From an optimization exercise on the open Yosys and OpenROAD flow, aimed at a short achievable clock period and few clock cycles per item; shortcuts taken in it are not production practice.
Function was checked by simulation only, so behaviour that the tests miss may differ from the original.

==> design.v <==
package mhbs_pkg;
  localparam int unsigned HASH_W        = 32;
  localparam int unsigned CNT_W         = 5;
  localparam int unsigned IDX_W         = 4;
  localparam int unsigned KLEN_W        = 8;
  localparam logic [HASH_W-1:0] MIX_MUL    = 32'h5bd1_e995;
  localparam int unsigned       MIX_SHIFT  = 24;
  localparam int unsigned       FIN_SHIFT1 = 13;
  localparam int unsigned       FIN_SHIFT2 = 15;
  localparam logic [HASH_W-1:0] RESET_SEED    = 32'h1234_abcd;
  localparam logic [CNT_W-1:0]  RESET_SERVERS = 5'd2;
  localparam logic [CNT_W-1:0]  MAX_SERVERS   = 5'd16;
  localparam logic CFG_IDX_SEED    = 1'b0;
  localparam logic CFG_IDX_SERVERS = 1'b1;
  localparam int unsigned MOD_BITS   = 4;
  localparam int unsigned MOD_STAGES = HASH_W / MOD_BITS;
  function automatic logic [HASH_W-1:0] mul_m(logic [HASH_W-1:0] x);
    mul_m = x + (x << 2) + (x << 4) - (x << 7) + (x << 9) + (x << 11)
          - (x << 13) + (x << 17) + (x << 20) - (x << 22) - (x << 26)
          - (x << 29) + (x << 31);
  endfunction
  function automatic logic [IDX_W-1:0] mod_step(logic [IDX_W-1:0] rem,
                                                 logic bit_in,
                                                 logic [CNT_W-1:0] div);
    logic [CNT_W-1:0] t;
    t = {rem, bit_in};
    if (t >= div) begin
      t = t - div;
    end
    mod_step = t[IDX_W-1:0];
  endfunction
endpackage
module murmur2_hash_bucket_select (
  input  logic        clk,
  input  logic        rst_n,
  input  logic        in_valid,
  output logic        in_stall,
  input  logic [31:0] in_data_word,
  input  logic [2:0]  in_valid_bytes,
  input  logic        in_last_word,
  input  logic [7:0]  in_key_length,
  output logic        out_valid,
  input  logic        out_stall,
  output logic [3:0]  out_bucket,
  output logic [31:0] out_hash_value,
  input  logic        cfg_valid,
  output logic        cfg_ready,
  input  logic        cfg_index,
  input  logic [31:0] cfg_data
);
  localparam int W  = mhbs_pkg::HASH_W;
  localparam int NS = mhbs_pkg::MOD_STAGES;
  localparam int MB = mhbs_pkg::MOD_BITS;
  localparam int FD       = 32;
  localparam int FA_W     = 5;
  localparam int INFLIGHT = 11 + NS + 3;
  logic [W-1:0]                 seed_r;
  logic [mhbs_pkg::CNT_W-1:0]   servers_r;
  logic [mhbs_pkg::CNT_W-1:0]   div_r;
  always_ff @(posedge clk) begin
    if (!rst_n) begin
      seed_r    <= mhbs_pkg::RESET_SEED;
      servers_r <= mhbs_pkg::RESET_SERVERS;
    end else if (cfg_valid) begin
      if (cfg_index == mhbs_pkg::CFG_IDX_SEED) seed_r <= cfg_data;
      else                                     servers_r <= cfg_data[mhbs_pkg::CNT_W-1:0];
    end
  end
  always_ff @(posedge clk) begin
    if (servers_r == '0)                        div_r <= mhbs_pkg::CNT_W'(1);
    else if (servers_r > mhbs_pkg::MAX_SERVERS) div_r <= mhbs_pkg::MAX_SERVERS;
    else                                        div_r <= servers_r;
  end
  assign cfg_ready = 1'b1;
  logic        in_stall_r, fifo_stall;
  logic        in_key_r;
  logic        in_acc;
  logic        mid_tail;
  logic        pend_r;
  assign in_stall = in_stall_r;
  assign in_acc   = in_valid && !in_stall_r;
  assign mid_tail = in_key_r && !in_last_word && !in_valid_bytes[2] &&
                    (in_valid_bytes[1:0] != 2'd0);
  logic         v0, blk0, tl0, mo0, last0, first0;
  logic [W-1:0] w0;
  logic [1:0]   nb0;
  logic [7:0]   klen0;
  always_ff @(posedge clk) begin
    if (!rst_n) begin
      v0       <= 1'b0;
      in_key_r <= 1'b0;
      pend_r   <= 1'b0;
    end else begin
      v0     <= in_acc || pend_r;
      pend_r <= in_acc && mid_tail;
      if (in_acc) in_key_r <= !in_last_word;
    end
  end
  always_ff @(posedge clk) begin
    w0     <= in_data_word;
    nb0    <= in_valid_bytes[1:0];
    klen0  <= in_key_length;
    last0  <= in_last_word;
    first0 <= !in_key_r;
    blk0   <= in_valid_bytes[2];
    tl0    <= !in_valid_bytes[2] && (in_valid_bytes[1:0] != 2'd0);
    mo0    <= pend_r;
    if (pend_r) begin
      last0  <= 1'b0;
      first0 <= 1'b0;
      blk0   <= 1'b0;
      tl0    <= 1'b0;
    end
  end
  logic         v1, blk1, tl1, mo1, last1, first1;
  logic [W-1:0] x1, ks1, kc1;
  logic [7:0]   klen1;
  logic [W-1:0] tmask0;
  always_comb begin
    unique case (nb0)
      2'd1:    tmask0 = 32'h0000_00ff;
      2'd2:    tmask0 = 32'h0000_ffff;
      default: tmask0 = 32'h00ff_ffff;
    endcase
  end
  logic [W-1:0] t1s, t1c;
  mhbs_mul_tree u_t1 (.x(w0), .s(t1s), .c(t1c));
  always_ff @(posedge clk) begin
    if (!rst_n) v1 <= 1'b0;
    else        v1 <= v0;
  end
  always_ff @(posedge clk) begin
    ks1    <= t1s;
    kc1    <= t1c;
    x1     <= tl0 ? (w0 & tmask0) : '0;
    blk1   <= blk0;
    tl1    <= tl0;
    mo1    <= mo0;
    last1  <= last0;
    first1 <= first0;
    klen1  <= klen0;
  end
  logic         v2, blk2, tl2, mo2, last2, first2;
  logic [W-1:0] k2, x2, init2;
  always_ff @(posedge clk) begin
    if (!rst_n) v2 <= 1'b0;
    else        v2 <= v1;
  end
  always_ff @(posedge clk) begin
    k2     <= ks1 + kc1;
    x2     <= x1;
    init2  <= seed_r ^ W'(klen1) ^ x1;
    blk2   <= blk1;
    tl2    <= tl1;
    mo2    <= mo1;
    last2  <= last1;
    first2 <= first1;
  end
  logic         v3, blk3, tl3, mo3, last3, first3;
  logic [W-1:0] x3, init3, ks3, kc3, is3, ic3;
  logic [W-1:0] t3s, t3c, t4s, t4c;
  mhbs_mul_tree u_t3 (.x(k2 ^ (k2 >> mhbs_pkg::MIX_SHIFT)), .s(t3s), .c(t3c));
  mhbs_mul_tree u_t4 (.x(init2), .s(t4s), .c(t4c));
  always_ff @(posedge clk) begin
    if (!rst_n) v3 <= 1'b0;
    else        v3 <= v2;
  end
  always_ff @(posedge clk) begin
    ks3    <= t3s;
    kc3    <= t3c;
    is3    <= t4s;
    ic3    <= t4c;
    x3     <= x2;
    init3  <= init2;
    blk3   <= blk2;
    tl3    <= tl2;
    mo3    <= mo2;
    last3  <= last2;
    first3 <= first2;
  end
  logic         v4, blk4, tl4, mo4, last4, first4;
  logic [W-1:0] x4, init4, k4, p4;
  always_ff @(posedge clk) begin
    if (!rst_n) v4 <= 1'b0;
    else        v4 <= v3;
  end
  always_ff @(posedge clk) begin
    k4     <= ks3 + kc3;
    p4     <= is3 + ic3;
    x4     <= x3;
    init4  <= init3;
    blk4   <= blk3;
    tl4    <= tl3;
    mo4    <= mo3;
    last4  <= last3;
    first4 <= first3;
  end
  logic         v5, first5, mul5, last5, tmul5;
  logic [W-1:0] y5, r5;
  always_ff @(posedge clk) begin
    if (!rst_n) begin
      v5     <= 1'b0;
      first5 <= 1'b0;
      mul5   <= 1'b0;
      last5  <= 1'b0;
    end else begin
      v5     <= v4;
      first5 <= v4 && first4;
      mul5   <= v4 && (blk4 || mo4);
      last5  <= v4 && last4;
    end
  end
  always_ff @(posedge clk) begin
    tmul5 <= tl4 && last4;
    y5    <= !v4 ? '0 : blk4 ? k4 : x4;
    if (blk4)               r5 <= p4 ^ k4;
    else if (tl4 && !last4) r5 <= p4;
    else                    r5 <= init4;
  end
  logic [W-1:0] h_r, h_new, hs, hc, hm;
  mhbs_mul_tree u_th (.x(h_r), .s(hs), .c(hc));
  assign hm = hs + hc;
  always_comb begin
    if (first5)    h_new = r5;
    else if (mul5) h_new = hm ^ y5;
    else           h_new = h_r ^ y5;
  end
  always_ff @(posedge clk) begin
    h_r <= h_new;
  end
  logic         pv0, pv1, pv2, pv3, pv4;
  logic         pm0, pm1;
  logic [W-1:0] ph0, ph1, ps1, pc1, ph2, ps3, pc3, pz4;
  logic [W-1:0] tps, tpc, tfs, tfc, pb3;
  always_ff @(posedge clk) begin
    if (!rst_n) begin
      pv0 <= 1'b0;
      pv1 <= 1'b0;
      pv2 <= 1'b0;
      pv3 <= 1'b0;
      pv4 <= 1'b0;
    end else begin
      pv0 <= last5;
      pv1 <= pv0;
      pv2 <= pv1;
      pv3 <= pv2;
      pv4 <= pv3;
    end
  end
  mhbs_mul_tree u_tp (.x(ph0), .s(tps), .c(tpc));
  mhbs_mul_tree u_tf (.x(ph2 ^ (ph2 >> mhbs_pkg::FIN_SHIFT1)), .s(tfs), .c(tfc));
  assign pb3 = ps3 + pc3;
  always_ff @(posedge clk) begin
    ph0 <= h_new;
    pm0 <= tmul5;
    ph1 <= ph0;
    pm1 <= pm0;
    ps1 <= tps;
    pc1 <= tpc;
    ph2 <= pm1 ? (ps1 + pc1) : ph1;
    ps3 <= tfs;
    pc3 <= tfc;
    pz4 <= pb3 ^ (pb3 >> mhbs_pkg::FIN_SHIFT2);
  end
  logic [7:0] dmul_r [1:15];
  always_ff @(posedge clk) begin
    for (int q = 1; q < 16; q++) dmul_r[q] <= 8'(q) * 8'(div_r);
  end
  logic                       rv  [NS+1];
  logic [W-1:0]               rh  [NS+1];
  logic [mhbs_pkg::IDX_W-1:0] rr  [NS+1];
  assign rv[0] = pv4;
  assign rh[0] = pz4;
  assign rr[0] = '0;
  for (genvar s = 0; s < NS; s++) begin : g_mod
    logic [7:0]  t;
    logic [15:0] ge;
    logic [3:0]  nrem;
    always_comb begin
      t = {rr[s], rh[s][W-1-s*MB -: MB]};
      ge[0] = 1'b1;
      for (int q = 1; q < 16; q++) ge[q] = (t >= dmul_r[q]);
      nrem = ge[1] ? '0 : t[3:0];
      for (int q = 1; q < 16; q++) begin
        if (ge[q] && (q == 15 || !ge[(q+1) % 16])) nrem = nrem | (t[3:0] - dmul_r[q][3:0]);
      end
    end
    always_ff @(posedge clk) begin
      if (!rst_n) rv[s+1] <= 1'b0;
      else        rv[s+1] <= rv[s];
    end
    always_ff @(posedge clk) begin
      rh[s+1] <= rh[s];
      rr[s+1] <= nrem;
    end
  end
  logic                         res_v;
  logic [W+mhbs_pkg::IDX_W-1:0] res_d;
  assign res_v = rv[NS];
  assign res_d = {rr[NS], rh[NS]};
  logic [W+mhbs_pkg::IDX_W-1:0] fifo_mem [FD];
  logic [FA_W-1:0]              wr_ptr, rd_ptr;
  logic [FA_W:0]                f_cnt;
  logic                         out_valid_r;
  logic [mhbs_pkg::IDX_W-1:0]   out_idx_r;
  logic [W-1:0]                 out_hash_r;
  logic                         load, from_fifo, push, pop_f;
  assign load      = !out_valid_r || !out_stall;
  assign from_fifo = (f_cnt != '0);
  assign pop_f     = load && from_fifo;
  assign push      = res_v && !(load && !from_fifo);
  assign fifo_stall = (f_cnt >= (FA_W+1)'(FD - INFLIGHT));
  always_ff @(posedge clk) begin
    if (!rst_n) begin
      out_valid_r <= 1'b0;
      wr_ptr      <= '0;
      rd_ptr      <= '0;
      f_cnt       <= '0;
      in_stall_r  <= 1'b0;
    end else begin
      if (load) out_valid_r <= from_fifo || res_v;
      if (push)  wr_ptr <= wr_ptr + 1'b1;
      if (pop_f) rd_ptr <= rd_ptr + 1'b1;
      f_cnt      <= f_cnt + (push ? 1'b1 : 1'b0) - (pop_f ? 1'b1 : 1'b0);
      in_stall_r <= fifo_stall || (in_acc && mid_tail);
    end
  end
  always_ff @(posedge clk) begin
    if (push) fifo_mem[wr_ptr] <= res_d;
    if (load) begin
      if (from_fifo) {out_idx_r, out_hash_r} <= fifo_mem[rd_ptr];
      else           {out_idx_r, out_hash_r} <= res_d;
    end
  end
  assign out_valid      = out_valid_r;
  assign out_bucket     = out_idx_r;
  assign out_hash_value = out_hash_r;
endmodule
module mhbs_mul_tree (
  input  logic [31:0] x,
  output logic [31:0] s,
  output logic [31:0] c
);
  logic t1;
  logic t2;
  logic t3;
  logic t4;
  logic t5;
  logic t6;
  logic t7;
  logic t8;
  logic t9;
  logic t10;
  logic t11;
  logic t12;
  logic t13;
  logic t14;
  logic t15;
  logic t16;
  logic t17;
  logic t18;
  logic t19;
  logic t20;
  logic t21;
  logic t22;
  logic t23;
  logic t24;
  logic t25;
  logic t26;
  logic t27;
  logic t28;
  logic t29;
  logic t30;
  logic t31;
  logic t32;
  logic t33;
  logic t34;
  logic t35;
  logic t36;
  logic t37;
  logic t38;
  logic t39;
  logic t40;
  logic t41;
  logic t42;
  logic t43;
  logic t44;
  logic t45;
  logic t46;
  logic t47;
  logic t48;
  logic t49;
  logic t50;
  logic t51;
  logic t52;
  logic t53;
  logic t54;
  logic t55;
  logic t56;
  logic t57;
  logic t58;
  logic t59;
  logic t60;
  logic t61;
  logic t62;
  logic t63;
  logic t64;
  logic t65;
  logic t66;
  logic t67;
  logic t68;
  logic t69;
  logic t70;
  logic t71;
  logic t72;
  logic t73;
  logic t74;
  logic t75;
  logic t76;
  logic t77;
  logic t78;
  logic t79;
  logic t80;
  logic t81;
  logic t82;
  logic t83;
  logic t84;
  logic t85;
  logic t86;
  logic t87;
  logic t88;
  logic t89;
  logic t90;
  logic t91;
  logic t92;
  logic t93;
  logic t94;
  logic t95;
  logic t96;
  logic t97;
  logic t98;
  logic t99;
  logic t100;
  logic t101;
  logic t102;
  logic t103;
  logic t104;
  logic t105;
  logic t106;
  logic t107;
  logic t108;
  logic t109;
  logic t110;
  logic t111;
  logic t112;
  logic t113;
  logic t114;
  logic t115;
  logic t116;
  logic t117;
  logic t118;
  logic t119;
  logic t120;
  logic t121;
  logic t122;
  logic t123;
  logic t124;
  logic t125;
  logic t126;
  logic t127;
  logic t128;
  logic t129;
  logic t130;
  logic t131;
  logic t132;
  logic t133;
  logic t134;
  logic t135;
  logic t136;
  logic t137;
  logic t138;
  logic t139;
  logic t140;
  logic t141;
  logic t142;
  logic t143;
  logic t144;
  logic t145;
  logic t146;
  logic t147;
  logic t148;
  logic t149;
  logic t150;
  logic t151;
  logic t152;
  logic t153;
  logic t154;
  logic t155;
  logic t156;
  logic t157;
  logic t158;
  logic t159;
  logic t160;
  logic t161;
  logic t162;
  logic t163;
  logic t164;
  logic t165;
  logic t166;
  logic t167;
  logic t168;
  logic t169;
  logic t170;
  logic t171;
  logic t172;
  logic t173;
  logic t174;
  logic t175;
  logic t176;
  logic t177;
  logic t178;
  logic t179;
  logic t180;
  logic t181;
  logic t182;
  logic t183;
  logic t184;
  logic t185;
  logic t186;
  logic t187;
  logic t188;
  logic t189;
  logic t190;
  logic t191;
  logic t192;
  logic t193;
  logic t194;
  logic t195;
  logic t196;
  logic t197;
  logic t198;
  logic t199;
  logic t200;
  logic t201;
  logic t202;
  logic t203;
  logic t204;
  logic t205;
  logic t206;
  logic t207;
  logic t208;
  logic t209;
  logic t210;
  logic t211;
  logic t212;
  logic t213;
  logic t214;
  logic t215;
  logic t216;
  logic t217;
  logic t218;
  logic t219;
  logic t220;
  logic t221;
  logic t222;
  logic t223;
  logic t224;
  logic t225;
  logic t226;
  logic t227;
  logic t228;
  logic t229;
  logic t230;
  logic t231;
  logic t232;
  logic t233;
  logic t234;
  logic t235;
  logic t236;
  logic t237;
  logic t238;
  logic t239;
  logic t240;
  logic t241;
  logic t242;
  logic t243;
  logic t244;
  logic t245;
  logic t246;
  logic t247;
  logic t248;
  logic t249;
  logic t250;
  logic t251;
  logic t252;
  logic t253;
  logic t254;
  logic t255;
  logic t256;
  logic t257;
  logic t258;
  logic t259;
  logic t260;
  logic t261;
  logic t262;
  logic t263;
  logic t264;
  logic t265;
  logic t266;
  logic t267;
  logic t268;
  logic t269;
  logic t270;
  logic t271;
  logic t272;
  logic t273;
  logic t274;
  logic t275;
  logic t276;
  logic t277;
  logic t278;
  logic t279;
  logic t280;
  logic t281;
  logic t282;
  logic t283;
  logic t284;
  logic t285;
  logic t286;
  logic t287;
  logic t288;
  logic t289;
  logic t290;
  logic t291;
  logic t292;
  logic t293;
  logic t294;
  logic t295;
  logic t296;
  logic t297;
  logic t298;
  logic t299;
  logic t300;
  logic t301;
  logic t302;
  logic t303;
  logic t304;
  logic t305;
  logic t306;
  logic t307;
  logic t308;
  logic t309;
  logic t310;
  logic t311;
  logic t312;
  logic t313;
  logic t314;
  logic t315;
  logic t316;
  logic t317;
  logic t318;
  logic t319;
  logic t320;
  logic t321;
  logic t322;
  logic t323;
  logic t324;
  logic t325;
  logic t326;
  logic t327;
  logic t328;
  logic t329;
  logic t330;
  assign t1 = x[22] ^ x[20] ^ x[18];
  assign t2 = (x[22] & x[20]) | (x[22] & x[18]) | (x[20] & x[18]);
  assign t3 = x[23] ^ x[21] ^ x[19];
  assign t4 = (x[23] & x[21]) | (x[23] & x[19]) | (x[21] & x[19]);
  assign t5 = x[24] ^ x[22] ^ x[20];
  assign t6 = (x[24] & x[22]) | (x[24] & x[20]) | (x[22] & x[20]);
  assign t7 = x[25] ^ x[23] ^ x[21];
  assign t8 = (x[25] & x[23]) | (x[25] & x[21]) | (x[23] & x[21]);
  assign t9 = x[26] ^ x[24] ^ x[22];
  assign t10 = (x[26] & x[24]) | (x[26] & x[22]) | (x[24] & x[22]);
  assign t11 = ~x[19] ^ x[17] ^ x[15];
  assign t12 = (~x[19] & x[17]) | (~x[19] & x[15]) | (x[17] & x[15]);
  assign t13 = x[27] ^ x[25] ^ x[23];
  assign t14 = (x[27] & x[25]) | (x[27] & x[23]) | (x[25] & x[23]);
  assign t15 = ~x[20] ^ x[18] ^ x[16];
  assign t16 = (~x[20] & x[18]) | (~x[20] & x[16]) | (x[18] & x[16]);
  assign t17 = x[28] ^ x[26] ^ x[24];
  assign t18 = (x[28] & x[26]) | (x[28] & x[24]) | (x[26] & x[24]);
  assign t19 = ~x[21] ^ x[19] ^ x[17];
  assign t20 = (~x[21] & x[19]) | (~x[21] & x[17]) | (x[19] & x[17]);
  assign t21 = x[29] ^ x[27] ^ x[25];
  assign t22 = (x[29] & x[27]) | (x[29] & x[25]) | (x[27] & x[25]);
  assign t23 = ~x[22] ^ x[20] ^ x[18];
  assign t24 = (~x[22] & x[20]) | (~x[22] & x[18]) | (x[20] & x[18]);
  assign t25 = ~x[16] ^ x[12] ^ x[9];
  assign t26 = (~x[16] & x[12]) | (~x[16] & x[9]) | (x[12] & x[9]);
  assign t27 = x[30] ^ x[28] ^ x[26];
  assign t28 = (x[30] & x[28]) | (x[30] & x[26]) | (x[28] & x[26]);
  assign t29 = ~x[23] ^ x[21] ^ x[19];
  assign t30 = (~x[23] & x[21]) | (~x[23] & x[19]) | (x[21] & x[19]);
  assign t31 = ~x[17] ^ x[13] ^ x[10];
  assign t32 = (~x[17] & x[13]) | (~x[17] & x[10]) | (x[13] & x[10]);
  assign t33 = x[31] ^ x[29] ^ x[27];
  assign t34 = (x[31] & x[29]) | (x[31] & x[27]) | (x[29] & x[27]);
  assign t35 = ~x[24] ^ x[22] ^ x[20];
  assign t36 = (~x[24] & x[22]) | (~x[24] & x[20]) | (x[22] & x[20]);
  assign t37 = ~x[18] ^ x[14] ^ x[11];
  assign t38 = (~x[18] & x[14]) | (~x[18] & x[11]) | (x[14] & x[11]);
  assign t39 = ~x[9] ^ ~x[5];
  assign t40 = ~x[9] & ~x[5];
  assign t41 = x[13] ^ x[11] ^ x[9];
  assign t42 = (x[13] & x[11]) | (x[13] & x[9]) | (x[11] & x[9]);
  assign t43 = x[14] ^ x[12] ^ x[10];
  assign t44 = (x[14] & x[12]) | (x[14] & x[10]) | (x[12] & x[10]);
  assign t45 = x[15] ^ x[13] ^ x[11];
  assign t46 = (x[15] & x[13]) | (x[15] & x[11]) | (x[13] & x[11]);
  assign t47 = x[16] ^ x[14] ^ x[12];
  assign t48 = (x[16] & x[14]) | (x[16] & x[12]) | (x[14] & x[12]);
  assign t49 = x[17] ^ x[15] ^ x[13];
  assign t50 = (x[17] & x[15]) | (x[17] & x[13]) | (x[15] & x[13]);
  assign t51 = ~x[10] ^ x[8];
  assign t52 = ~x[10] & x[8];
  assign t53 = x[18] ^ x[16] ^ x[14];
  assign t54 = (x[18] & x[16]) | (x[18] & x[14]) | (x[16] & x[14]);
  assign t55 = ~x[11] ^ x[9] ^ x[7];
  assign t56 = (~x[11] & x[9]) | (~x[11] & x[7]) | (x[9] & x[7]);
  assign t57 = x[19] ^ x[17] ^ x[15];
  assign t58 = (x[19] & x[17]) | (x[19] & x[15]) | (x[17] & x[15]);
  assign t59 = ~x[12] ^ x[10] ^ x[8];
  assign t60 = (~x[12] & x[10]) | (~x[12] & x[8]) | (x[10] & x[8]);
  assign t61 = x[20] ^ x[18] ^ x[16];
  assign t62 = (x[20] & x[18]) | (x[20] & x[16]) | (x[18] & x[16]);
  assign t63 = ~x[13] ^ x[11] ^ x[9];
  assign t64 = (~x[13] & x[11]) | (~x[13] & x[9]) | (x[11] & x[9]);
  assign t65 = ~x[7] ^ x[3];
  assign t66 = ~x[7] & x[3];
  assign t67 = x[21] ^ x[19] ^ x[17];
  assign t68 = (x[21] & x[19]) | (x[21] & x[17]) | (x[19] & x[17]);
  assign t69 = ~x[14] ^ x[12] ^ x[10];
  assign t70 = (~x[14] & x[12]) | (~x[14] & x[10]) | (x[12] & x[10]);
  assign t71 = ~x[8] ^ x[4] ^ x[1];
  assign t72 = (~x[8] & x[4]) | (~x[8] & x[1]) | (x[4] & x[1]);
  assign t73 = t1 ^ ~x[15] ^ x[13];
  assign t74 = (t1 & ~x[15]) | (t1 & x[13]) | (~x[15] & x[13]);
  assign t75 = x[11] ^ ~x[9] ^ x[5];
  assign t76 = (x[11] & ~x[9]) | (x[11] & x[5]) | (~x[9] & x[5]);
  assign t77 = x[2] ^ ~x[0] ^ 1'b1;
  assign t78 = (x[2] & ~x[0]) | (x[2] & 1'b1) | (~x[0] & 1'b1);
  assign t79 = t3 ^ ~x[16] ^ x[14];
  assign t80 = (t3 & ~x[16]) | (t3 & x[14]) | (~x[16] & x[14]);
  assign t81 = x[12] ^ ~x[10] ^ x[6];
  assign t82 = (x[12] & ~x[10]) | (x[12] & x[6]) | (~x[10] & x[6]);
  assign t83 = x[3] ^ ~x[1] ^ t2;
  assign t84 = (x[3] & ~x[1]) | (x[3] & t2) | (~x[1] & t2);
  assign t85 = t5 ^ ~x[17] ^ x[15];
  assign t86 = (t5 & ~x[17]) | (t5 & x[15]) | (~x[17] & x[15]);
  assign t87 = x[13] ^ ~x[11] ^ x[7];
  assign t88 = (x[13] & ~x[11]) | (x[13] & x[7]) | (~x[11] & x[7]);
  assign t89 = x[4] ^ ~x[2] ^ t4;
  assign t90 = (x[4] & ~x[2]) | (x[4] & t4) | (~x[2] & t4);
  assign t91 = t7 ^ ~x[18] ^ x[16];
  assign t92 = (t7 & ~x[18]) | (t7 & x[16]) | (~x[18] & x[16]);
  assign t93 = x[14] ^ ~x[12] ^ x[8];
  assign t94 = (x[14] & ~x[12]) | (x[14] & x[8]) | (~x[12] & x[8]);
  assign t95 = x[5] ^ ~x[3] ^ t6;
  assign t96 = (x[5] & ~x[3]) | (x[5] & t6) | (~x[3] & t6);
  assign t97 = t9 ^ t11 ^ ~x[13];
  assign t98 = (t9 & t11) | (t9 & ~x[13]) | (t11 & ~x[13]);
  assign t99 = x[9] ^ x[6] ^ ~x[4];
  assign t100 = (x[9] & x[6]) | (x[9] & ~x[4]) | (x[6] & ~x[4]);
  assign t101 = ~x[0] ^ 1'b1 ^ t8;
  assign t102 = (~x[0] & 1'b1) | (~x[0] & t8) | (1'b1 & t8);
  assign t103 = t13 ^ t15 ^ ~x[14];
  assign t104 = (t13 & t15) | (t13 & ~x[14]) | (t15 & ~x[14]);
  assign t105 = x[10] ^ x[7] ^ ~x[5];
  assign t106 = (x[10] & x[7]) | (x[10] & ~x[5]) | (x[7] & ~x[5]);
  assign t107 = ~x[1] ^ t10 ^ t12;
  assign t108 = (~x[1] & t10) | (~x[1] & t12) | (t10 & t12);
  assign t109 = t17 ^ t19 ^ ~x[15];
  assign t110 = (t17 & t19) | (t17 & ~x[15]) | (t19 & ~x[15]);
  assign t111 = x[11] ^ x[8] ^ ~x[6];
  assign t112 = (x[11] & x[8]) | (x[11] & ~x[6]) | (x[8] & ~x[6]);
  assign t113 = ~x[2] ^ t14 ^ t16;
  assign t114 = (~x[2] & t14) | (~x[2] & t16) | (t14 & t16);
  assign t115 = t21 ^ t23 ^ t25;
  assign t116 = (t21 & t23) | (t21 & t25) | (t23 & t25);
  assign t117 = ~x[7] ^ ~x[3] ^ ~x[0];
  assign t118 = (~x[7] & ~x[3]) | (~x[7] & ~x[0]) | (~x[3] & ~x[0]);
  assign t119 = 1'b1 ^ t18 ^ t20;
  assign t120 = (1'b1 & t18) | (1'b1 & t20) | (t18 & t20);
  assign t121 = t27 ^ t29 ^ t31;
  assign t122 = (t27 & t29) | (t27 & t31) | (t29 & t31);
  assign t123 = ~x[8] ^ ~x[4] ^ ~x[1];
  assign t124 = (~x[8] & ~x[4]) | (~x[8] & ~x[1]) | (~x[4] & ~x[1]);
  assign t125 = t22 ^ t24 ^ t26;
  assign t126 = (t22 & t24) | (t22 & t26) | (t24 & t26);
  assign t127 = t33 ^ t35 ^ t37;
  assign t128 = (t33 & t35) | (t33 & t37) | (t35 & t37);
  assign t129 = t39 ^ ~x[2] ^ x[0];
  assign t130 = (t39 & ~x[2]) | (t39 & x[0]) | (~x[2] & x[0]);
  assign t131 = t28 ^ t30 ^ t32;
  assign t132 = (t28 & t30) | (t28 & t32) | (t30 & t32);
  assign t133 = x[7] ^ x[5];
  assign t134 = x[7] & x[5];
  assign t135 = x[8] ^ x[6];
  assign t136 = x[8] & x[6];
  assign t137 = x[9] ^ x[7] ^ x[5];
  assign t138 = (x[9] & x[7]) | (x[9] & x[5]) | (x[7] & x[5]);
  assign t139 = x[10] ^ x[8] ^ x[6];
  assign t140 = (x[10] & x[8]) | (x[10] & x[6]) | (x[8] & x[6]);
  assign t141 = x[11] ^ x[9] ^ x[7];
  assign t142 = (x[11] & x[9]) | (x[11] & x[7]) | (x[9] & x[7]);
  assign t143 = ~x[4] ^ x[2];
  assign t144 = ~x[4] & x[2];
  assign t145 = x[12] ^ x[10] ^ x[8];
  assign t146 = (x[12] & x[10]) | (x[12] & x[8]) | (x[10] & x[8]);
  assign t147 = ~x[5] ^ x[3] ^ x[1];
  assign t148 = (~x[5] & x[3]) | (~x[5] & x[1]) | (x[3] & x[1]);
  assign t149 = t41 ^ ~x[6] ^ x[4];
  assign t150 = (t41 & ~x[6]) | (t41 & x[4]) | (~x[6] & x[4]);
  assign t151 = x[2] ^ ~x[0] ^ 1'b1;
  assign t152 = (x[2] & ~x[0]) | (x[2] & 1'b1) | (~x[0] & 1'b1);
  assign t153 = t43 ^ ~x[7] ^ x[5];
  assign t154 = (t43 & ~x[7]) | (t43 & x[5]) | (~x[7] & x[5]);
  assign t155 = x[3] ^ ~x[1] ^ t42;
  assign t156 = (x[3] & ~x[1]) | (x[3] & t42) | (~x[1] & t42);
  assign t157 = t45 ^ ~x[8] ^ x[6];
  assign t158 = (t45 & ~x[8]) | (t45 & x[6]) | (~x[8] & x[6]);
  assign t159 = x[4] ^ ~x[2] ^ t44;
  assign t160 = (x[4] & ~x[2]) | (x[4] & t44) | (~x[2] & t44);
  assign t161 = t47 ^ ~x[9] ^ x[7];
  assign t162 = (t47 & ~x[9]) | (t47 & x[7]) | (~x[9] & x[7]);
  assign t163 = x[5] ^ ~x[3] ^ t46;
  assign t164 = (x[5] & ~x[3]) | (x[5] & t46) | (~x[3] & t46);
  assign t165 = t49 ^ t51 ^ x[6];
  assign t166 = (t49 & t51) | (t49 & x[6]) | (t51 & x[6]);
  assign t167 = ~x[4] ^ x[0] ^ t48;
  assign t168 = (~x[4] & x[0]) | (~x[4] & t48) | (x[0] & t48);
  assign t169 = t53 ^ t55 ^ ~x[5];
  assign t170 = (t53 & t55) | (t53 & ~x[5]) | (t55 & ~x[5]);
  assign t171 = x[1] ^ t50 ^ t52;
  assign t172 = (x[1] & t50) | (x[1] & t52) | (t50 & t52);
  assign t173 = t57 ^ t59 ^ ~x[6];
  assign t174 = (t57 & t59) | (t57 & ~x[6]) | (t59 & ~x[6]);
  assign t175 = x[2] ^ t54 ^ t56;
  assign t176 = (x[2] & t54) | (x[2] & t56) | (t54 & t56);
  assign t177 = t61 ^ t63 ^ t65;
  assign t178 = (t61 & t63) | (t61 & t65) | (t63 & t65);
  assign t179 = x[0] ^ t58 ^ t60;
  assign t180 = (x[0] & t58) | (x[0] & t60) | (t58 & t60);
  assign t181 = t67 ^ t69 ^ t71;
  assign t182 = (t67 & t69) | (t67 & t71) | (t69 & t71);
  assign t183 = t62 ^ t64 ^ t66;
  assign t184 = (t62 & t64) | (t62 & t66) | (t64 & t66);
  assign t185 = t73 ^ t75 ^ t77;
  assign t186 = (t73 & t75) | (t73 & t77) | (t75 & t77);
  assign t187 = t68 ^ t70 ^ t72;
  assign t188 = (t68 & t70) | (t68 & t72) | (t70 & t72);
  assign t189 = t79 ^ t81 ^ t83;
  assign t190 = (t79 & t81) | (t79 & t83) | (t81 & t83);
  assign t191 = t74 ^ t76 ^ t78;
  assign t192 = (t74 & t76) | (t74 & t78) | (t76 & t78);
  assign t193 = t85 ^ t87 ^ t89;
  assign t194 = (t85 & t87) | (t85 & t89) | (t87 & t89);
  assign t195 = t80 ^ t82 ^ t84;
  assign t196 = (t80 & t82) | (t80 & t84) | (t82 & t84);
  assign t197 = t91 ^ t93 ^ t95;
  assign t198 = (t91 & t93) | (t91 & t95) | (t93 & t95);
  assign t199 = t86 ^ t88 ^ t90;
  assign t200 = (t86 & t88) | (t86 & t90) | (t88 & t90);
  assign t201 = t97 ^ t99 ^ t101;
  assign t202 = (t97 & t99) | (t97 & t101) | (t99 & t101);
  assign t203 = t92 ^ t94 ^ t96;
  assign t204 = (t92 & t94) | (t92 & t96) | (t94 & t96);
  assign t205 = t103 ^ t105 ^ t107;
  assign t206 = (t103 & t105) | (t103 & t107) | (t105 & t107);
  assign t207 = t98 ^ t100 ^ t102;
  assign t208 = (t98 & t100) | (t98 & t102) | (t100 & t102);
  assign t209 = t109 ^ t111 ^ t113;
  assign t210 = (t109 & t111) | (t109 & t113) | (t111 & t113);
  assign t211 = t104 ^ t106 ^ t108;
  assign t212 = (t104 & t106) | (t104 & t108) | (t106 & t108);
  assign t213 = t115 ^ t117 ^ t119;
  assign t214 = (t115 & t117) | (t115 & t119) | (t117 & t119);
  assign t215 = t110 ^ t112 ^ t114;
  assign t216 = (t110 & t112) | (t110 & t114) | (t112 & t114);
  assign t217 = t121 ^ t123 ^ t125;
  assign t218 = (t121 & t123) | (t121 & t125) | (t123 & t125);
  assign t219 = t116 ^ t118 ^ t120;
  assign t220 = (t116 & t118) | (t116 & t120) | (t118 & t120);
  assign t221 = t127 ^ t129 ^ t131;
  assign t222 = (t127 & t129) | (t127 & t131) | (t129 & t131);
  assign t223 = t122 ^ t124 ^ t126;
  assign t224 = (t122 & t124) | (t122 & t126) | (t124 & t126);
  assign t225 = t133 ^ x[3];
  assign t226 = t133 & x[3];
  assign t227 = t135 ^ x[4] ^ ~x[1];
  assign t228 = (t135 & x[4]) | (t135 & ~x[1]) | (x[4] & ~x[1]);
  assign t229 = t137 ^ ~x[2] ^ x[0];
  assign t230 = (t137 & ~x[2]) | (t137 & x[0]) | (~x[2] & x[0]);
  assign t231 = t139 ^ ~x[3] ^ x[1];
  assign t232 = (t139 & ~x[3]) | (t139 & x[1]) | (~x[3] & x[1]);
  assign t233 = t141 ^ t143 ^ x[0];
  assign t234 = (t141 & t143) | (t141 & x[0]) | (t143 & x[0]);
  assign t235 = t145 ^ t147 ^ t142;
  assign t236 = (t145 & t147) | (t145 & t142) | (t147 & t142);
  assign t237 = t149 ^ t151 ^ t146;
  assign t238 = (t149 & t151) | (t149 & t146) | (t151 & t146);
  assign t239 = t153 ^ t155 ^ t150;
  assign t240 = (t153 & t155) | (t153 & t150) | (t155 & t150);
  assign t241 = t157 ^ t159 ^ t154;
  assign t242 = (t157 & t159) | (t157 & t154) | (t159 & t154);
  assign t243 = t161 ^ t163 ^ t158;
  assign t244 = (t161 & t163) | (t161 & t158) | (t163 & t158);
  assign t245 = t165 ^ t167 ^ t162;
  assign t246 = (t165 & t167) | (t165 & t162) | (t167 & t162);
  assign t247 = t169 ^ t171 ^ t166;
  assign t248 = (t169 & t171) | (t169 & t166) | (t171 & t166);
  assign t249 = t173 ^ t175 ^ t170;
  assign t250 = (t173 & t175) | (t173 & t170) | (t175 & t170);
  assign t251 = t177 ^ t179 ^ t174;
  assign t252 = (t177 & t179) | (t177 & t174) | (t179 & t174);
  assign t253 = t181 ^ t183 ^ t178;
  assign t254 = (t181 & t183) | (t181 & t178) | (t183 & t178);
  assign t255 = t185 ^ t187 ^ t182;
  assign t256 = (t185 & t187) | (t185 & t182) | (t187 & t182);
  assign t257 = t189 ^ t191 ^ t186;
  assign t258 = (t189 & t191) | (t189 & t186) | (t191 & t186);
  assign t259 = t193 ^ t195 ^ t190;
  assign t260 = (t193 & t195) | (t193 & t190) | (t195 & t190);
  assign t261 = t197 ^ t199 ^ t194;
  assign t262 = (t197 & t199) | (t197 & t194) | (t199 & t194);
  assign t263 = t201 ^ t203 ^ t198;
  assign t264 = (t201 & t203) | (t201 & t198) | (t203 & t198);
  assign t265 = t205 ^ t207 ^ t202;
  assign t266 = (t205 & t207) | (t205 & t202) | (t207 & t202);
  assign t267 = t209 ^ t211 ^ t206;
  assign t268 = (t209 & t211) | (t209 & t206) | (t211 & t206);
  assign t269 = t213 ^ t215 ^ t210;
  assign t270 = (t213 & t215) | (t213 & t210) | (t215 & t210);
  assign t271 = t217 ^ t219 ^ t214;
  assign t272 = (t217 & t219) | (t217 & t214) | (t219 & t214);
  assign t273 = t221 ^ t223 ^ t218;
  assign t274 = (t221 & t223) | (t221 & t218) | (t223 & t218);
  assign t275 = x[4] ^ x[2];
  assign t276 = x[4] & x[2];
  assign t277 = x[5] ^ x[3] ^ x[1];
  assign t278 = (x[5] & x[3]) | (x[5] & x[1]) | (x[3] & x[1]);
  assign t279 = x[6] ^ x[4] ^ x[2];
  assign t280 = (x[6] & x[4]) | (x[6] & x[2]) | (x[4] & x[2]);
  assign t281 = t225 ^ ~x[0] ^ 1'b1;
  assign t282 = (t225 & ~x[0]) | (t225 & 1'b1) | (~x[0] & 1'b1);
  assign t283 = t227 ^ t134 ^ t226;
  assign t284 = (t227 & t134) | (t227 & t226) | (t134 & t226);
  assign t285 = t229 ^ t136 ^ t228;
  assign t286 = (t229 & t136) | (t229 & t228) | (t136 & t228);
  assign t287 = t231 ^ t138 ^ t230;
  assign t288 = (t231 & t138) | (t231 & t230) | (t138 & t230);
  assign t289 = t233 ^ t140 ^ t232;
  assign t290 = (t233 & t140) | (t233 & t232) | (t140 & t232);
  assign t291 = t235 ^ t144 ^ t234;
  assign t292 = (t235 & t144) | (t235 & t234) | (t144 & t234);
  assign t293 = t237 ^ t148 ^ t236;
  assign t294 = (t237 & t148) | (t237 & t236) | (t148 & t236);
  assign t295 = t239 ^ t152 ^ t238;
  assign t296 = (t239 & t152) | (t239 & t238) | (t152 & t238);
  assign t297 = t241 ^ t156 ^ t240;
  assign t298 = (t241 & t156) | (t241 & t240) | (t156 & t240);
  assign t299 = t243 ^ t160 ^ t242;
  assign t300 = (t243 & t160) | (t243 & t242) | (t160 & t242);
  assign t301 = t245 ^ t164 ^ t244;
  assign t302 = (t245 & t164) | (t245 & t244) | (t164 & t244);
  assign t303 = t247 ^ t168 ^ t246;
  assign t304 = (t247 & t168) | (t247 & t246) | (t168 & t246);
  assign t305 = t249 ^ t172 ^ t248;
  assign t306 = (t249 & t172) | (t249 & t248) | (t172 & t248);
  assign t307 = t251 ^ t176 ^ t250;
  assign t308 = (t251 & t176) | (t251 & t250) | (t176 & t250);
  assign t309 = t253 ^ t180 ^ t252;
  assign t310 = (t253 & t180) | (t253 & t252) | (t180 & t252);
  assign t311 = t255 ^ t184 ^ t254;
  assign t312 = (t255 & t184) | (t255 & t254) | (t184 & t254);
  assign t313 = t257 ^ t188 ^ t256;
  assign t314 = (t257 & t188) | (t257 & t256) | (t188 & t256);
  assign t315 = t259 ^ t192 ^ t258;
  assign t316 = (t259 & t192) | (t259 & t258) | (t192 & t258);
  assign t317 = t261 ^ t196 ^ t260;
  assign t318 = (t261 & t196) | (t261 & t260) | (t196 & t260);
  assign t319 = t263 ^ t200 ^ t262;
  assign t320 = (t263 & t200) | (t263 & t262) | (t200 & t262);
  assign t321 = t265 ^ t204 ^ t264;
  assign t322 = (t265 & t204) | (t265 & t264) | (t204 & t264);
  assign t323 = t267 ^ t208 ^ t266;
  assign t324 = (t267 & t208) | (t267 & t266) | (t208 & t266);
  assign t325 = t269 ^ t212 ^ t268;
  assign t326 = (t269 & t212) | (t269 & t268) | (t212 & t268);
  assign t327 = t271 ^ t216 ^ t270;
  assign t328 = (t271 & t216) | (t271 & t270) | (t216 & t270);
  assign t329 = t273 ^ t220 ^ t272;
  assign t330 = (t273 & t220) | (t273 & t272) | (t220 & t272);
  assign s[0] = x[0];
  assign c[0] = 1'b0;
  assign s[1] = x[1];
  assign c[1] = 1'b0;
  assign s[2] = x[2];
  assign c[2] = x[0];
  assign s[3] = x[3];
  assign c[3] = x[1];
  assign s[4] = t275;
  assign c[4] = x[0];
  assign s[5] = t277;
  assign c[5] = t276;
  assign s[6] = t279;
  assign c[6] = t278;
  assign s[7] = t281;
  assign c[7] = t280;
  assign s[8] = t283;
  assign c[8] = t282;
  assign s[9] = t285;
  assign c[9] = t284;
  assign s[10] = t287;
  assign c[10] = t286;
  assign s[11] = t289;
  assign c[11] = t288;
  assign s[12] = t291;
  assign c[12] = t290;
  assign s[13] = t293;
  assign c[13] = t292;
  assign s[14] = t295;
  assign c[14] = t294;
  assign s[15] = t297;
  assign c[15] = t296;
  assign s[16] = t299;
  assign c[16] = t298;
  assign s[17] = t301;
  assign c[17] = t300;
  assign s[18] = t303;
  assign c[18] = t302;
  assign s[19] = t305;
  assign c[19] = t304;
  assign s[20] = t307;
  assign c[20] = t306;
  assign s[21] = t309;
  assign c[21] = t308;
  assign s[22] = t311;
  assign c[22] = t310;
  assign s[23] = t313;
  assign c[23] = t312;
  assign s[24] = t315;
  assign c[24] = t314;
  assign s[25] = t317;
  assign c[25] = t316;
  assign s[26] = t319;
  assign c[26] = t318;
  assign s[27] = t321;
  assign c[27] = t320;
  assign s[28] = t323;
  assign c[28] = t322;
  assign s[29] = t325;
  assign c[29] = t324;
  assign s[30] = t327;
  assign c[30] = t326;
  assign s[31] = t329;
  assign c[31] = t328;
endmodule
==> run.sh <==
#!/bin/bash
# synth_recipe.tcl (not shown) runs the flow's synth.tcl, then flattens the netlist and writes it again
# the make line also repeats each setting of config.mk as NAME=value (left out here)
make -C /OpenROAD-flow-scripts/flow DESIGN_CONFIG=/design/flow/config.mk WORK_HOME=/design/flow/orfs CLKGATE_MAP_FILE= SYNTH_SCRIPT=/design/flow/synth_recipe.tcl finish
==> config.mk <==
export PLATFORM = sky130hd
export DESIGN_NAME = murmur2_hash_bucket_select
export DESIGN_NICKNAME = murmur2_hash_bucket_select
export VERILOG_FILES = /design/flow/design.v
export SDC_FILE = /design/flow/constraint.sdc
export NUM_CORES = 4
export LEC_CHECK = 0
export CAP_MARGIN = 20
export CORE_MARGIN = 2
export CORE_UTILIZATION = 40
export SETUP_SLACK_MARGIN = 5
export SLEW_MARGIN = 20
==> constraint.sdc <==
create_clock -name core_clock -period 9.0 [get_ports {clk}]
set_input_delay 1.8000 -clock core_clock [delete_from_list [all_inputs] [get_ports {clk}]]
set_output_delay 1.8000 -clock core_clock [all_outputs]
set_load 0.01 [all_outputs]
==> run notes <==
==> cell families after synthesis <==
group,after synthesis
adder cells (fa/ha/maj),1674
multiplexers,452
AND/OR/NAND/NOR,1076
buffers and inverters,1034
other,1
flip-flops,2450
XOR/XNOR,515
AO/OA/AOI/OAI,1404
==> worst reg2reg max path, stage by stage (launching register included) <==
cell and delay, ns:
dfxtp_4 0.38, clkinvlp_4 0.17, fa_2 0.59, inv_2 0.04, fa_1 0.47, inv_1 0.05, fa_2 0.34, fa_1 0.56
inv_2 0.06, ha_4 0.21, and3_4 0.15, a221o_1 0.32, a21o_1 0.18, and2_4 0.16, a21oi_4 0.23, o211ai_1 0.20
a21oi_2 0.19, xnor2_1 0.09, mux2i_1 0.21, xor2_1 0.17, o21ai_1 0.07
==> per-stage QoR <==
| stage | setup slack [ns] | utilization [%] | cells |
|---|---|---|---|
| floorplan | 4.32 | - | 8606 |
| global placement | 3.49 | 42.7 | 12600 |
| detailed placement | 3.54 | 42.7 | 12600 |
| CTS | 3.99 | 46.0 | 13200 |
| global route | 3.84 | 46.2 | 13200 |
| finish | 4.02 | 46.2 | 13200 |
==> placed cells by master (no fill, tap or decap), types with 35 or more instances in the layout <==
cell,count
clkdlybuf4s50_1,116
mux2i_1,72
nand2_1,344
buf_4,219
o21ai_0,232
nor2b_1,65
nand2b_1,75
clkbuf_16,279
xnor2_1,327
and3_1,36
nor2_1,170
clkbuf_1,46
o21a_1,101
edfxtp_1,1188
a211oi_1,48
dfxtp_2,38
dfxtp_1,1190
a21oi_1,357
nand3_1,69
ha_1,875
a21boi_0,54
o21bai_1,36
mux4_2,360
nor3_1,64
fa_1,768
and2_1,94
o21ai_1,44
clkinv_2,35
inv_1,836
xor2_1,168
a21o_1,274
==> worst paths after layout <==
| path | from | endpoint | cells after the start |
|---|---|---|---|
| setup / recovery | ph0[11]$_DFF_P_ | ph0[28]$_DFF_P_ | 20 |
| hold / removal | rh[4][7]$_DFF_P_ | rh[5][7]$_DFF_P_ | 0 |
| setup reg to reg | ph0[11]$_DFF_P_ | ph0[28]$_DFF_P_ | 20 |
| hold reg to reg | rh[4][7]$_DFF_P_ | rh[5][7]$_DFF_P_ | 0 |
==> per-layer routing <==
metal	vias to the layer above	share of wire (%)	routed length [microns]	GRT usage, %
met2	2132	49	159000	36.3
met5	-	0	0	0
li1	31400	-	-	-
met4	0	3.1	10000	6.35
met3	486	5.5	18000	2.65
met1	35400	43	138000	28.6
==> layout make-up <==
| type | count | area, sq um |
|---|---|---|
| Fill cell | 26000 | 160000 |
| Sequential cell | 2450 | 61100 |
| Multi-Input combinational cell | 5123 | 55800 |
| Clock buffer | 349 | 7470 |
| Tap cell | 3939 | 4930 |
| Inverter | 879 | 3360 |
| Timing Repair Buffer | 359 | 3150 |
| Clock inverter | 123 | 1280 |
| Antenna cell | 22 | 55.1 |
==> what timing repair did <==
| item | 4_1_cts | 5_1_grt |
|---|---|---|
| gates cloned | 0 | 1 |
| endpoints found under the hold margin | 0 | 0 |
| setup buffers | 75 | 24 |
| resized for setup | 114 | 74 |
| pin swaps | 59 | 45 |
| endpoints found under the setup margin | 276 | 53 |
==> results_tabular.tex <==
\begin{tabular}{lr}
\hline
Metric & Value \\
\hline
\multicolumn{2}{l}{\textbf{Logic synthesis}} \\
Post-Synthesis Net Count & 10400 \\
Number of unique standard cell types used by synthesis & 92 \\
Share of the synthesized area in compound gates (AO/OA/AOI/OAI) & 7.62\% \\
Portion of the post-synthesis area used by sequential elements & 51.0\% \\
Synthesized area & 120000 sq um \\
Synth Area in XOR/XNOR & 3.79\% \\
Number of flops mapped to enable cells by yosys & 1188 \\
Fraction of synthesized area in multiplexers & 7.57\% \\
Library cell with the highest instance count after synthesis & dfxtp\_1 \\
Post-synthesis area per instance & 13.9 sq um \\
Fraction of synthesis flops using an asynchronous set or reset pin & 0\% \\
Share of Yosys cell area claimed by the top area cell type & 29.8\% \\
Cell taking the most area after synthesis & edfxtp\_1 \\
Synth area leaders & edfxtp\_1 (30\%), dfxtp\_1 (21\%), fa\_1 (13\%), ha\_1 (9.3\%), mux4\_2 (6.8\%) \\
Simple-gate share of the synthesized area & 4.37\% \\
Warning count from the yosys run & 5 \\
Cells after synthesis & 8606 \\
FF+latch count, synth & 2450 \\
Most instantiated cells after synthesis & dfxtp\_1 (1262), edfxtp\_1 (1188), ha\_1 (891) \\
Commonest register cell after synthesis & dfxtp\_1 \\
Largest family of logic cells by synthesized area & adder cells \\
Share of synthesized cell area in full adder, half adder and majority cells & 22.4\% \\
\multicolumn{2}{l}{\textbf{Place}} \\
Post-Place Cell Area & 127000 sq um \\
Routability congestion estimate & 0.912 \\
Estimated wirelength of the detail-placed design & 227 mm \\
Number of port buffers & 119 \\
\multicolumn{2}{l}{\textbf{Worst setup path}} \\
Data arrival time of the critical path & 5.69 ns \\
Data required, critical path & 9.72 ns \\
CP cell instances & clkinvlp\_4, fa\_2, inv\_2, fa\_1, inv\_1, fa\_2, fa\_1, inv\_2, ha\_4, and3\_4, a221o\_1, a21o\_1, and2\_4, a21oi\_4, o211ai\_1, a21oi\_2, xnor2\_1, mux2i\_1, xor2\_1, o21ai\_1 \\
Register-to-register setup slack & 4.02 ns \\
Number of buffers and inverters on the critical path & 4 \\
Startpoint type of the worst setup path & register \\
Category of the worst setup path capture point & register \\
Path type of the worst setup path & register to register \\
Top delay family on crit path & adder cells \\
Crit-path max cell delay & 0.59 ns \\
Largest fanout on the critical path & 4 \\
Cell type of the slowest stage on the worst timing path & fa\_2 \\
\multicolumn{2}{l}{\textbf{Clock network}} \\
Worst-Skew Late Latency & 0.88 ns \\
Clock tree from TritonCTS & built \\
Root buf cell & clkbuf\_16 \\
Total clock buffers created by CTS & 266 \\
CTS Buffer Depth & 4 \\
Worst-path clk slew & 0.06 ns \\
H-tree Lvls & 5 \\
Sinks on Clock Net & 2450 \\
Count of hold-fix buffers inserted at cts & 0 \\
\multicolumn{2}{l}{\textbf{Floorplanning}} \\
Placeable Area & 297000 sq um \\
Initial core utilization & 40.3\% \\
Row count & 200 \\
Number of primary I/O pins & 121 \\
Die outline width & 551 microns \\
Die Area & 303000 sq um \\
Die span in y & 551 microns \\
\multicolumn{2}{l}{\textbf{Global routing}} \\
GRT Overall Usage & 21.4\% \\
Via count of the first global-routing pass & 73100 \\
Antenna violations before repair & 21 \\
First-pass GRT wire length & 482 mm \\
Largest net degree at the start of global routing & 145 \\
Total congestion overflow after global routing & 0 \\
\multicolumn{2}{l}{\textbf{Final layout}} \\
Post-route cell area & 137000 sq um \\
Largest registers & fifo\_mem x1152, rh x256, dmul\_r x43 \\
Ratio of cells with drive above 1 in the final layout & 14.1\% \\
Register bank with the most flops & fifo\_mem \\
Flip-flop count of the largest register after layout & 1152 \\
Total Nets Final & 10800 \\
Area growth from synthesis to final layout & 14.7\% \\
\multicolumn{2}{l}{\textbf{STA}} \\
Fin. Hold Viols & 0 \\
Worst slew margin & 21.4\% \\
Setup TNS Final & 0 ns \\
Max Clock Freq & 201 MHz \\
Share of the clock period used by the worst path & 55.3\% \\
Final worst path period need & 4.98 ns \\
Max Slew Vio Count & 0 \\
Worst-Margin Slew & 1.17 ns \\
Clock Skew & 0.0700 ns \\
Unrepaired setup endpoints after global routing & yes \\
Final hold slack & 0.284 ns \\
Final Setup Violations & 0 \\
\multicolumn{2}{l}{\textbf{Route}} \\
Detailed Route WL & 325 mm \\
Number of remaining DRC errors & 0 \\
Post-DRT Antenna Nets & 0 \\
Violation count after the first detailed-routing iteration & 5909 \\
Via-per-instance ratio & 5.24 \\
Via count of the routed design & 69400 \\
Detailed Routing Iterations Pass 1 & 6 \\
Average wire length per cell after detail routing & 24.5 microns \\
\multicolumn{2}{l}{\textbf{Status}} \\
Status & complete, no violations \\
\multicolumn{2}{l}{\textbf{Hold path}} \\
Worst hold path type & register to register \\
\multicolumn{2}{l}{\textbf{Job}} \\
Max Cap Violations & 0 \\
\hline
\end{tabular}
Testbench counts, summed over its fixed seeds: cycles 19,900, keys 3,000.

-- re-timing with driven ports --
Ports are ideal in the flow. The routed layout listed here was re-timed in OpenROAD.
Step 1 (the two cells are an assumption about what drives the block):
set clk [get_ports {clk}]
set_driving_cell -lib_cell sky130_fd_sc_hd__clkbuf_16 $clk
set_driving_cell -lib_cell sky130_fd_sc_hd__buf_2 [delete_from_list [all_inputs] $clk]
Step 2 times the ports against the registers' clock, not the clock port: input delays grow and output delays shrink by t, the midpoint of the rising clock arrivals with the driver on.
a / b / c = ideal / step 1 / step 2; a / b = the first two.
t, ns: 0.932
slack for setup (ns): 4.023 / 4.023 / 4.023
worst setup path at the end: register to register
After both steps this run still meets setup and hold. For this run, drivers alone change the setup slack by 0.000 ns; drivers and shift together by 0.000 ns.
